This is an optimization exercise on Yosys and OpenROAD, whose aim is small area, a short achievable clock period and few clock cycles per item, not a production implementation.
Function was checked by simulation only, so behaviour that the tests miss may differ from the original.
No driver is modelled on the clock port, so clock power and skew are understated where the tree is cut down; a real chip needs a root buffer or a tree.
Power and IR drop assume default switching activity.

Setup of delta:
==> flow/design.v <==
module sha256_padder #(
    parameter int LEN_W = 19
) (
    input  logic         Clk,
    input  logic         Reset,
    input  logic [7:0]   InData,
    input  logic         InValid,
    input  logic         InLast,
    output logic         InReady,
    output logic [511:0] Chunk,
    output logic         ChunkValid,
    output logic         ChunkLast,
    input  logic         ChunkReady
);
    localparam int WR     = 0;   
    localparam int TOX    = 1;   
    localparam int CMT    = 2;   
    localparam int PAD    = 3;   
    localparam int P2W    = 4;   
    localparam int PADFIT = 5;   
    function automatic logic [5:0] ctl(input logic iv, input logic cv, input logic pend2,
                                 input logic xv, input logic xl, input logic il,
                                 input logic [7:1] ht, input logic [7:1] lt);
        logic c0, c1, fits, r_free, cmt, wr, pad;
        c0         = ~ht[1] & ~lt[1];
        c1         = ~ht[1] & lt[1] & ~lt[2];
        fits       = ~c0 & ~ht[7];                 
        r_free     = ~cv & ~pend2;
        cmt        = xv & xl & r_free;
        wr         = iv & ~c1 & r_free;
        pad        = (wr & il) | cmt;
        ctl[WR]     = wr;
        ctl[TOX]    = iv & ~pend2 & c1 & (~xv | cmt);
        ctl[CMT]    = cmt;
        ctl[PAD]    = pad;
        ctl[P2W]    = pend2 & ~cv;
        ctl[PADFIT] = pad & fits;
    endfunction
    logic [511:0] r_q;           
    logic         cv_q, cv_d;    
    logic         cvo_q;         
    logic         cl_q, cl_d;    
    logic         iv_q, iv_d;    
    logic [7:0]   id_q, id_d;
    logic         il_q, il_d;
    logic         rdy_q, rdy_d;  
    logic         xv_q, xv_d;    
    logic [7:0]   xd_q;
    logic         xl_q, xl_d;
    logic         pend2_q, pend2_d;    
    logic         p2_80_q, p2_80_d;    
    logic [9:0]   hi_q, hi_d;
    logic [7:1]   ht_q, ht_d, lt_q, lt_d;
    logic [5:0]   ctl_q;         
    logic [8:0]   htc, ltc;      
    logic [2:0]   ch, cl;        
    logic         c0, c2;        
    logic         new_chunk, take, cnt_rst;
    logic [5:0]   ctl_d;
    logic [63:0]  lenbits;       
    logic [7:0]   ch1, cl1, ch_lt, cl_le;
    logic [63:0]  sel, above, nxt;    
    logic [63:0]  k, w, s;
    logic [511:0] r_d;
    assign InReady    = rdy_q;
    assign Chunk      = r_q;
    assign ChunkValid = cvo_q;
    assign ChunkLast  = cl_q;
    assign htc     = {1'b0, ht_q, 1'b1};
    assign ltc     = {1'b0, lt_q, 1'b1};
    assign ch      = {ht_q[4], (ht_q[2] & ~ht_q[4]) | ht_q[6],
                      (ht_q[1] & ~ht_q[2]) | (ht_q[3] & ~ht_q[4]) | (ht_q[5] & ~ht_q[6]) | ht_q[7]};
    assign cl      = {lt_q[4], (lt_q[2] & ~lt_q[4]) | lt_q[6],
                      (lt_q[1] & ~lt_q[2]) | (lt_q[3] & ~lt_q[4]) | (lt_q[5] & ~lt_q[6]) | lt_q[7]};
    assign c0      = ~ht_q[1] & ~lt_q[1];
    assign c2      = ~ht_q[1] & lt_q[2] & ~lt_q[3];
    assign lenbits = {45'b0, hi_q, ch, cl, 3'b000};
    always_comb begin
        for (int j = 0; j < 8; j++) begin
            ch1[j]   = htc[j] & ~htc[j + 1];
            cl1[j]   = ltc[j] & ~ltc[j + 1];
            ch_lt[j] = ~htc[j];
            cl_le[j] = ~ltc[j + 1];
        end
        for (int i = 0; i < 64; i++) begin
            sel[i]   = (i % 8 == 7) ? (ch1[(i / 8 + 1) % 8] & cl1[0]) : (ch1[i / 8] & cl1[i % 8 + 1]);
            nxt[i]   = (i > 0) ? (ch1[i / 8] & cl1[i % 8]) : 1'b0;
            above[i] = ~c0 & (ch_lt[i / 8] | (ch1[i / 8] & cl_le[i % 8]));
        end
    end
    always_comb begin
        w    = {64{ctl_q[WR]}} & sel;
        w[0] = (ctl_q[WR] & c2) | ctl_q[CMT];
        k    = ~(w | ({64{ctl_q[PAD]}} & above) | {64{ctl_q[P2W]}});
        s    = ({64{ctl_q[PAD]}} & nxt) | {63'b0, ctl_q[P2W] & p2_80_q};   
    end
    for (genvar i = 0; i < 56; i++) begin : g_lane
        for (genvar b = 0; b < 7; b++) begin : g_bit
            sha256_padder_cell u_cell (
                .q(r_q[511 - 8*i - 7 + b]), .k(k[i]), .w(w[i]),
                .d((i == 0) ? xd_q[b] : id_q[b]),
                .y(r_d[511 - 8*i - 7 + b])
            );
        end
        sha256_padder_cell7 u_cell7 (
            .q(r_q[511 - 8*i]), .k(k[i]), .w(w[i]), .d((i == 0) ? xd_q[7] : id_q[7]),
            .s(s[i]), .y(r_d[511 - 8*i])
        );
    end
    always_comb begin
        for (int i = 56; i < 64; i++) begin
            for (int b = 0; b < 8; b++) begin
                r_d[511 - 8*i - 7 + b] =
                    (r_q[511 - 8*i - 7 + b] & k[i]) |
                    (w[i] & id_q[b]) |
                    ((b == 7) ? s[i] : 1'b0) |
                    ((ctl_q[PADFIT] | ctl_q[P2W]) & lenbits[8*(63-i) + b]);
            end
        end
    end
    always_comb begin
        iv_d    = rdy_q ? InValid : iv_q;
        id_d    = rdy_q ? InData : id_q;
        il_d    = rdy_q ? InLast : il_q;
        xv_d    = ctl_q[TOX] | (xv_q & ~ctl_q[WR] & ~ctl_q[CMT]);
        xl_d    = ctl_q[TOX] ? il_q : xl_q;
        new_chunk = (ctl_q[WR] & (il_q | c0)) | ctl_q[CMT] | ctl_q[P2W];
        cv_d    = new_chunk | (cv_q & ~ChunkReady);
        cl_d    = new_chunk ? (ctl_q[P2W] | ctl_q[PADFIT]) : cl_q;
        pend2_d = ~ctl_q[P2W] & (pend2_q | (ctl_q[PAD] & ~ctl_q[PADFIT]));
        p2_80_d = (ctl_q[PAD] & ~ctl_q[PADFIT]) ? c0 : p2_80_q;
        take    = (ctl_q[TOX] | ctl_q[WR]) & ~il_q;
        cnt_rst = ctl_q[PADFIT] | ctl_q[P2W];
        hi_d    = hi_q;
        ht_d    = ht_q;
        lt_d    = lt_q;
        if (cnt_rst) begin
            hi_d = '0;
            ht_d = '0;
            lt_d = take ? 7'd3 : 7'd1;
        end else if (take) begin
            lt_d = lt_q[7] ? 7'd0 : {lt_q[6:1], 1'b1};
            if (lt_q[7]) begin
                ht_d = ht_q[7] ? 7'd0 : {ht_q[6:1], 1'b1};
                if (ht_q[7]) hi_d = hi_q + 10'd1;
            end
        end
        ctl_d = ctl(iv_d, cv_d, pend2_d, xv_d, xl_d, il_d, ht_d, lt_d);
        rdy_d = ~iv_d | ctl_d[TOX] | ctl_d[WR];
    end
    always_ff @(posedge Clk) begin
        r_q  <= r_d;
        id_q <= id_d;
        il_q <= il_d;
        if (ctl_q[TOX]) xd_q <= id_q;
        xl_q <= xl_d;
    end
    always_ff @(posedge Clk or negedge Reset) begin
        if (!Reset) begin
            cv_q    <= 1'b0;
            cvo_q   <= 1'b0;
            cl_q    <= 1'b0;
            iv_q    <= 1'b0;
            rdy_q   <= 1'b0;     
            xv_q    <= 1'b0;
            pend2_q <= 1'b0;
            p2_80_q <= 1'b0;
            hi_q    <= '0;
            ht_q    <= '0;
            lt_q    <= 7'd1;
            ctl_q   <= '0;
        end else begin
            cv_q    <= cv_d;
            cvo_q   <= new_chunk | (cvo_q & ~ChunkReady);
            cl_q    <= cl_d;
            iv_q    <= iv_d;
            rdy_q   <= rdy_d;
            xv_q    <= xv_d;
            pend2_q <= pend2_d;
            p2_80_q <= p2_80_d;
            hi_q    <= hi_d;
            ht_q    <= ht_d;
            lt_q    <= lt_d;
            ctl_q   <= ctl_d;
        end
    end
endmodule
module sha256_padder_cell (
    input  logic q,
    input  logic k,
    input  logic w,
    input  logic d,
    output logic y
);
    assign y = (q & k) | (w & d);
endmodule
module sha256_padder_cell7 (
    input  logic q,
    input  logic k,
    input  logic w,
    input  logic d,
    input  logic s,
    output logic y
);
    assign y = (q & k) | (w & d) | s;
endmodule
clock: 4.5 ns
lec_check: 0
cap_margin: 20
core_margin: 2
core_utilization: 50
gpl_routability_driven: 0
setup_slack_margin: 2.6
slew_margin: 20
synth_hierarchical: 1
synth_minimum_keep_size: 0
tns_end_percent: 10
standard.sh (not shown) runs the stock make flow with config.mk's settings and CLKGATE_MAP_FILE= SYNTH_SCRIPT=/design/flow/synth_recipe.tcl, a recipe that flattens the netlist after the stock synthesis.
==> flow/flow/run.sh <==
#!/bin/bash
# Standard ORFS layout with these changes: the port buffers use a small buffer cell, and the
# clock tree is a two-level tree built by flow/cts_pre.tcl (ORFS's PRE_CTS_TCL hook) in place
# of TritonCTS. Each ORFS step's full log is in orfs/logs/...; make's output is in flow.log.
set -euo pipefail
export BUFFER_PORTS_ARGS="-buffer_cell sky130_fd_sc_hd__buf_1"
export PRE_CTS_TCL="$PWD/flow/cts_pre.tcl"
bash standard.sh > flow.log 2>&1
Other scripts of this flow, unchanged in this note and not shown: flow/flow/cts_pre.tcl
The final layout from delta, which completed every stage, passed the timing, design-rule and antenna checks at the end of the flow.
Testbench counts of delta, summed over its fixed seeds: cycles 53,377, bytes 53,274.
--- input diff delta..onyx ---
- setting PLACE_DENSITY to 0.65 for the first time
- removing GPL_ROUTABILITY_DRIVEN (formerly 0)
Results
Sequential cell fraction of total power ends up lower on onyx. Looking at area overhead of the layout relative to synthesis, onyx sits 0.19 points higher than delta does. On via count, delta and onyx are basically level. As of onyx, total wirelength of the detailed-routed design had fallen slightly compared to delta. Where reported leakage power is concerned, delta is better than onyx. Between delta and onyx, the difference in placed standard-cell area is negligible. Detail-routed net length per standard cell shrinks slightly when moving from delta to onyx.
Modified inputs, yarrow compared to onyx
- swapping 10 for 30 in TNS_END_PERCENT
- clearing PLACE_DENSITY, which used to be 0.65
- swapping 2.6 for 2.65 in SETUP_SLACK_MARGIN
### Flow results
yarrow vs onyx — routed wire length climbed slightly. Having completed the whole flow, yarrow delivered a layout that passed the timing, design-rule and antenna checks. The lower number of global-route vias before repair came out of onyx. Of the two values seen for highest-delay cell along the critical path, dfrtp_4 was produced by yarrow and dfrtp_2 by onyx. yarrow reports a higher total setup buffers inserted after CTS than onyx does. yarrow has switching portion of total power below what onyx had. The number of buffers added on ports was comparable across yarrow and onyx. ~same count of antenna diodes in the layout in yarrow and onyx. Taking onyx as the reference, in yarrow proportion of register bits with asynchronous set or reset after synthesis has remained practically unchanged; sum of routed wire segments on met1 has increased.
Relative to yarrow, the following input files were edited for raven:
- SETUP_SLACK_MARGIN now 2.45, was 2.65
## What came out
Compared with yarrow, raven shows a share of cell area taken by flip-flops and latches that is 2.3 points higher. Between raven and yarrow, the worst-skew pair later-pin latency does not differ in any meaningful way. Taking yarrow as the reference, in raven switching power share of the total went up, share of total power in combinational logic went down. Final weighted congestion of routability-driven global placement: raven vs yarrow up about 1.3%. Compared with yarrow, in raven worst setup slack after layout now smaller, reported combinational group power dropped about 20%. raven vs yarrow: transition at the pin with the smallest max-transition slack down in raven. For raven, the capturing element of the worst setup path was r_q[113], unlike yarrow, where it was r_q[39].
No run of this note takes its clock network from TritonCTS; it comes from the design's own scripts or RTL.

re-timing with driven ports:
Ports are ideal in the flow. The routed layouts listed here were re-timed in OpenROAD.
Step 1, drivers: a clkbuf_16 drives Clk and a buf_2 each remaining input, both assumed.
Step 2 moves the port delays by t, midway between the first and last clock arrival at a register: inputs arrive t later, outputs are due t later. That takes back most of the time a late clock gives input paths.
Three values: no drivers, after step 1, after step 2; two values: the first two.
run	t (ns)	slack for setup (ns)	worst register clock-pin slew, ns
delta	0.472	2.507 / 2.442 / 2.507	0.09 / 0.09
onyx	0.473	2.405 / 2.405 / 2.405	0.09 / 0.09
yarrow	0.479	2.532 / 2.434 / 2.532	0.09 / 0.09
raven	0.489	2.399 / 2.269 / 2.399	0.09 / 0.09
After both steps every run listed still meets setup and hold.
